From an optimization exercise on the open Yosys and OpenROAD flow, aimed at small area and a short achievable clock period; shortcuts taken in it are not production practice. At most, simulation tests tie the RTL to the original design; equivalence was not proved.

Design sprite_addr_gen, start of the top module:
module sprite_addr_gen #(
  parameter  int N_SPRITES = 4,
  parameter  int COORD_W   = 10,
  parameter  int ADDR_W    = 20,
  parameter  int FRAME_W   = 4,
  parameter  int ANIM_DIV  = 8,
  localparam int ID_W      = (N_SPRITES > 1) ? $clog2(N_SPRITES) : 1
) (
  input  logic                           frame_Clk,
  input  logic                           Reset,
  input  logic [COORD_W-1:0]             DrawX,
  input  logic [COORD_W-1:0]             DrawY,
  input  logic                           vsync_tick,
  input  logic [N_SPRITES-1:0]           anim_enable,
  input  logic [N_SPRITES-1:0]           anim_restart,
  input  logic [N_SPRITES-1:0]           sprite_flip,
  input  logic [N_SPRITES*COORD_W-1:0]   sprite_X,
  input  logic [N_SPRITES*COORD_W-1:0]   sprite_Y,
  input  logic [N_SPRITES*COORD_W-1:0]   sprite_W,
  input  logic [N_SPRITES*COORD_W-1:0]   sprite_H,
  input  logic [N_SPRITES*ADDR_W-1:0]    base_addr,
  input  logic [N_SPRITES*FRAME_W-1:0]   frame_count,
  output logic                           sprite_on,
  output logic [ID_W-1:0]                sprite_id,
  output logic [ADDR_W-1:0]              spriteAddress,
  output logic [N_SPRITES*FRAME_W-1:0]   frame_idx
);
export LEC_CHECK = 0
export ABC_AREA = 1
export CAP_MARGIN = 20
export CORE_MARGIN = 2
export CORE_UTILIZATION = 40
export SETUP_SLACK_MARGIN = 2
export SLEW_MARGIN = 20
export TNS_END_PERCENT = 10
create_clock -name core_clock -period 12.0 [get_ports {frame_Clk}]
standard.sh (not shown) runs the stock make flow with config.mk's settings and CLKGATE_MAP_FILE= SYNTH_SCRIPT=/design/flow/synth_recipe.tcl, a recipe that flattens the netlist after the stock synthesis.
==> flow/flow/run.sh <==
#!/bin/bash
# Standard ORFS layout (the standard.sh, standard synthesis unchanged), except that:
#  - the port buffers that placement inserts on every input and output use
#    sky130_fd_sc_hd__buf_1 instead of the tool's default pick (clkdlybuf4s50_1);
#  - after global routing, ORFS's power-recovery step (repair_timing -recover_power)
#    downsizes gates off the critical paths.
# Each make step's full output goes to its own log in this folder; ORFS's per-step logs
# stay under orfs/logs/.
set -euo pipefail
bash standard.sh synth > synth.log 2>&1
bash standard.sh BUFFER_PORTS_ARGS="-buffer_cell sky130_fd_sc_hd__buf_1" RECOVER_POWER=100 finish > layout.log 2>&1
Then changed:
==> flow/flow/run.sh (replaced) <==
#!/bin/bash
# Standard ORFS layout (the standard.sh, standard synthesis unchanged), except that the
# port buffers that placement inserts on every input and output use sky130_fd_sc_hd__buf_1
# instead of the tool's default pick (clkdlybuf4s50_1, a slow delay cell).
# Each make step's full output goes to its own log in this folder; ORFS's per-step logs stay
# under orfs/logs/.
set -euo pipefail
bash standard.sh synth > synth.log 2>&1
bash standard.sh BUFFER_PORTS_ARGS="-buffer_cell sky130_fd_sc_hd__buf_1" finish > layout.log 2>&1
- CORE_UTILIZATION: 40 -> 55
- TNS_END_PERCENT: 10 -> unset
Outcome: Cell area increases by a few percent. Clock skew stays flat. Global-route usage increases by 6.4 points. Routed wire length decreases by roughly a tenth. Area after synthesis stays the same. Flip-flop and latch count stays the same. Clock-buffer cell count is unchanged. Worst setup slack improved by 0.30 ns.
Then changed:
- CORE_UTILIZATION: 55 -> 40
Result: Via count came out lower by 1.9%. Synthesized area is unchanged. Worst setup slack gains 0.088 ns. Clock-buffer cell count does not change. Hold slack barely changes. Sequential cell count is unchanged. Cell count grows by 4.3%.
Then changed:
- CAP_MARGIN: 20 -> 5
- SLEW_MARGIN: 20 -> 5
- TNS_END_PERCENT: unset -> 10
Non-clock buffer count shrinks by 37.
Critical path depth shrinks by 16.
Wire length grows by a few percent.
Count of clock-buffer cells in the layout does not change.
Clock skew shrinks by 0.0081 ns.
Global-route usage grows by 2.1 points.
Then changed:
- CAP_MARGIN: 5 -> 20
- CORE_UTILIZATION: 40 -> 33
- SLEW_MARGIN: 5 -> 20
The new run completed with no timing, DRC or antenna violations; register-to-register slack got worse by 0.02 ns; global-route usage falls by 5.6 points; count of clock-buffer cells in the layout is unchanged; critical path depth rises by 13; die area rises by about a fifth.
Then changed:
- CORE_UTILIZATION: 33 -> 40
- TNS_END_PERCENT: 10 -> 5
The changed run completed with no timing, DRC or antenna violations.
First-iteration DRC count climbs by roughly a tenth.
Die area drops by about a fifth.

## the baseline
Another version of the RTL of sprite_addr_gen (not shown whole).
Size in the first run: about 2,400 cells after synthesis, roughly 42 flip-flops, roughly 330 I/O pins, about 20,000 µm² of cells after synthesis.
export LEC_CHECK = 0
export CAP_MARGIN = 20
export CORE_MARGIN = 2
export CORE_UTILIZATION = 40
export SETUP_SLACK_MARGIN = 1.5
export SLEW_MARGIN = 20
create_clock -name core_clock -period 12.0 [get_ports {frame_Clk}]
==> flow/flow/run.sh <==
#!/bin/bash
# Standard ORFS layout (the standard.sh, standard synthesis unchanged), except that the
# port buffers that placement inserts on every input and output use sky130_fd_sc_hd__buf_1
# instead of the tool's default pick (clkdlybuf4s50_1, a slow delay cell).
# Each make step's full output goes to its own log in this folder; ORFS's per-step logs stay
# under orfs/logs/.
set -euo pipefail
bash standard.sh synth > synth.log 2>&1
bash standard.sh BUFFER_PORTS_ARGS="-buffer_cell sky130_fd_sc_hd__buf_1" finish > layout.log 2>&1
The baseline: all stages complete, timing, DRC and antenna checks passed
Edits applied to the flow inputs when going from the baseline to the candidate:
Settings: SETUP_SLACK_MARGIN: 1.5 -> unset.
Per the comparison of the candidate with the baseline, final clock period utilization by the worst path climbed 11 points. Between the candidate and the baseline, the difference in total placed instance area is negligible. Compared with the baseline, in the candidate area growth from synthesis to layout -4.7 points; worst setup timing slack at the placement stage went down 0.18 ns.

sprite_addr_gen with an RTL version that a note above also has.
For scale: ~2,000 cells after synthesis, about 42 flip-flops, roughly 330 I/O pins, ~0.014 mm² of cells after synthesis.
==> flow/design.v (excerpt) <==
module sprite_addr_gen #(
  parameter  int N_SPRITES = 4,
  parameter  int COORD_W   = 10,
  parameter  int ADDR_W    = 20,
  parameter  int FRAME_W   = 4,
  parameter  int ANIM_DIV  = 8,
  localparam int ID_W      = (N_SPRITES > 1) ? $clog2(N_SPRITES) : 1
) (
  input  logic                           frame_Clk,
  input  logic                           Reset,
  input  logic [COORD_W-1:0]             DrawX,
  input  logic [COORD_W-1:0]             DrawY,
  input  logic                           vsync_tick,
  input  logic [N_SPRITES-1:0]           anim_enable,
  input  logic [N_SPRITES-1:0]           anim_restart,
  input  logic [N_SPRITES-1:0]           sprite_flip,
  input  logic [N_SPRITES*COORD_W-1:0]   sprite_X,
  input  logic [N_SPRITES*COORD_W-1:0]   sprite_Y,
  input  logic [N_SPRITES*COORD_W-1:0]   sprite_W,
  input  logic [N_SPRITES*COORD_W-1:0]   sprite_H,
  input  logic [N_SPRITES*ADDR_W-1:0]    base_addr,
  input  logic [N_SPRITES*FRAME_W-1:0]   frame_count,
  output logic                           sprite_on,
  output logic [ID_W-1:0]                sprite_id,
  output logic [ADDR_W-1:0]              spriteAddress,
  output logic [N_SPRITES*FRAME_W-1:0]   frame_idx
);
Settings: LEC_CHECK=0, ABC_AREA=1, CAP_MARGIN=20, CORE_MARGIN=2, CORE_UTILIZATION=40, SETUP_SLACK_MARGIN=2, SLEW_MARGIN=20, TNS_END_PERCENT=10; clock period 12.0 ns.
Scripts as last shown in full above: flow/flow/run.sh
==> next run, changes <==
--- a/flow/config.mk
+++ b/flow/config.mk
@@ -10,3 +10,3 @@
 export CORE_MARGIN = 2
-export CORE_UTILIZATION = 40
+export CORE_UTILIZATION = 47
 export SETUP_SLACK_MARGIN = 2
What happened: The new run ran to the end with no violations; sequential cell count does not change; routed wire length is higher by about 7%; area after synthesis is unchanged; clock skew hardly moves; clock-buffer cell count climbs by 1; setup slack got worse by 0.21 ns; via count came out higher by 5.4%; final area rose by 7.5%.
==> next run, changes <==
--- a/flow/config.mk
+++ b/flow/config.mk
@@ -10,4 +10,4 @@
 export CORE_MARGIN = 2
-export CORE_UTILIZATION = 47
-export SETUP_SLACK_MARGIN = 2
+export CORE_UTILIZATION = 40
+export SETUP_SLACK_MARGIN = 3
 export SLEW_MARGIN = 20
The changed run completed with no timing, DRC or antenna violations.
Global-route usage drops by 6.4 points.
Setup slack improved by 0.21 ns.
Core utilization drops by 13 points.
Fmax climbs by about 2%.
Via count drops by 5.2%.
Count of clock-buffer cells in the layout drops by 1.
Synthesized cell count does not change.
==> next run, changes <==
--- a/flow/config.mk
+++ b/flow/config.mk
@@ -11,3 +11,4 @@
 export CORE_UTILIZATION = 40
-export SETUP_SLACK_MARGIN = 3
+export GPL_TIMING_DRIVEN = 0
+export SETUP_SLACK_MARGIN = 2
 export SLEW_MARGIN = 20
Effect: Worst setup slack gets worse by 0.61 ns; register-to-register slack gets worse by 0.25 ns; hold slack is about the same.

Another version of the RTL of sprite_addr_gen (not shown whole).
Size in the first run: roughly 2100 cells after synthesis, ~42 flip-flops, roughly 330 I/O pins, about 14000 um2 of cells after synthesis.
## sprite_addr_gen
module sprite_addr_gen #(
  parameter  int N_SPRITES = 4,
  parameter  int COORD_W   = 10,
  parameter  int ADDR_W    = 20,
  parameter  int FRAME_W   = 4,
  parameter  int ANIM_DIV  = 8,
  localparam int ID_W      = (N_SPRITES > 1) ? $clog2(N_SPRITES) : 1
) (
  input  logic                           frame_Clk,
  input  logic                           Reset,
  input  logic [COORD_W-1:0]             DrawX,
  input  logic [COORD_W-1:0]             DrawY,
  input  logic                           vsync_tick,
  input  logic [N_SPRITES-1:0]           anim_enable,
  input  logic [N_SPRITES-1:0]           anim_restart,
  input  logic [N_SPRITES-1:0]           sprite_flip,
  input  logic [N_SPRITES*COORD_W-1:0]   sprite_X,
  input  logic [N_SPRITES*COORD_W-1:0]   sprite_Y,
  input  logic [N_SPRITES*COORD_W-1:0]   sprite_W,
  input  logic [N_SPRITES*COORD_W-1:0]   sprite_H,
  input  logic [N_SPRITES*ADDR_W-1:0]    base_addr,
  input  logic [N_SPRITES*FRAME_W-1:0]   frame_count,
  output logic                           sprite_on,
  output logic [ID_W-1:0]                sprite_id,
  output logic [ADDR_W-1:0]              spriteAddress,
  output logic [N_SPRITES*FRAME_W-1:0]   frame_idx
);
  localparam int                DIV_W    = (ANIM_DIV > 1) ? $clog2(ANIM_DIV) : 1;
  localparam logic [DIV_W-1:0]  DIV_LAST = DIV_W'(ANIM_DIV - 1);
  logic [DIV_W-1:0]           div_cnt;
  logic                       advance;
  logic [N_SPRITES*FRAME_W-1:0] frame_q;
  logic                       any_hit;
  logic [ID_W-1:0]            win_id;
  logic [ADDR_W-1:0]          win_addr;
  assign advance = vsync_tick && (div_cnt == DIV_LAST);
  always_ff @(posedge frame_Clk) begin
    if (Reset) begin
      div_cnt <= '0;
    end else if (vsync_tick) begin
      div_cnt <= advance ? '0 : div_cnt + DIV_W'(1);
    end
  end
  ...
export LEC_CHECK = 0
export ABC_AREA = 1
export CAP_MARGIN = 20
export CORE_MARGIN = 2
export CORE_UTILIZATION = 40
export SETUP_SLACK_MARGIN = 2
export SLEW_MARGIN = 20
export TNS_END_PERCENT = 10
create_clock -name core_clock -period 12.0 [get_ports {frame_Clk}]
Scripts as last shown in full above: flow/flow/run.sh
==> next run, changes <==
Settings changed: TNS_END_PERCENT 10 to not set.
Synthesized area stays the same; worst hold slack improved by 0.0065 ns; global-route usage went up by 1.3 points; sequential share of layout area falls by 0.23 points; cell count is higher by about 1.3%; cell area grows by 4.8%; die area stays the same; clock-buffer cell count drops by 1; core utilization rose by 2.4 points; wire length came out higher by about 6%.
No functional check of the RTL was part of any run of this note.

==> re-timing with driven ports <==
No port has a modelled driver above. Below, the same layouts with a new extraction and two added sets of constraints.
Step 1 (the two cells are an assumption about what drives the block):
set clk [get_ports {frame_Clk}]
set_driving_cell -lib_cell sky130_fd_sc_hd__clkbuf_16 $clk
set_driving_cell -lib_cell sky130_fd_sc_hd__buf_2 [delete_from_list [all_inputs] $clk]
Step 2, shift: input delay + t, output delay - t, t = (earliest + latest rising clock arrival at the registers) / 2. This alone moves slack from input paths to output paths.
a / b / c = ideal ports / drivers / drivers and shift; a / b = the first two.
run | t (ns) | setup WS [ns] | hold WS [ns] | clock arrival spread, ns | slew at the worst register clock pin (ns)
the first run of note 1 | 0.320 | 0.849 / 0.863 / 0.544 | 0.480 / 0.481 / 0.481 | 0.006 / 0.007 | 0.06 / 0.06
the second run of note 1 | 0.332 | 1.153 / 1.153 / 0.821 | 0.481 / 0.481 / 0.481 | 0.007 / 0.007 | 0.06 / 0.06
the third run of note 1 | 0.325 | 1.241 / 1.211 / 0.886 | 0.481 / 0.481 / 0.481 | 0.013 / 0.013 | 0.07 / 0.07
the fourth run of note 1 | 0.316 | 1.226 / 1.240 / 0.924 | 0.474 / 0.474 / 0.474 | 0.005 / 0.006 | 0.06 / 0.06
the fifth run of note 1 | 0.318 | 1.176 / 1.190 / 0.872 | 0.480 / 0.480 / 0.480 | 0.006 / 0.006 | 0.06 / 0.06
the sixth run of note 1 | 0.320 | 1.206 / 1.220 / 0.901 | 0.480 / 0.481 / 0.481 | 0.007 / 0.007 | 0.06 / 0.06
the baseline | 0.337 | 1.667 / 1.692 / 1.355 | 0.458 / 0.458 / 0.458 | 0.024 / 0.024 | 0.08 / 0.08
the candidate | 0.332 | 0.400 / 0.417 / 0.086 | 0.452 / 0.452 / 0.452 | 0.018 / 0.019 | 0.08 / 0.08
the first run of note 3 | 0.320 | 1.206 / 1.220 / 0.901 | 0.480 / 0.481 / 0.481 | 0.007 / 0.007 | 0.06 / 0.06
the second run of note 3 | 0.325 | 0.991 / 0.963 / 0.638 | 0.481 / 0.481 / 0.481 | 0.007 / 0.007 | 0.06 / 0.06
the third run of note 3 | 0.320 | 1.206 / 1.220 / 0.901 | 0.480 / 0.481 / 0.481 | 0.007 / 0.007 | 0.06 / 0.06
the fourth run of note 3 | 0.322 | 0.596 / 0.607 / 0.286 | 0.479 / 0.479 / 0.479 | 0.007 / 0.007 | 0.07 / 0.07
the first run of note 4 | 0.326 | 0.873 / 0.881 / 0.555 | 0.479 / 0.479 / 0.479 | 0.006 / 0.006 | 0.06 / 0.06
the second run of note 4 | 0.328 | 0.873 / 0.851 / 0.523 | 0.486 / 0.486 / 0.486 | 0.004 / 0.004 | 0.07 / 0.07
After both steps every run listed still meets setup and hold. For the third run of note 1, which loses most, drivers alone change the setup slack by -0.030 ns; drivers and shift together by -0.355 ns.
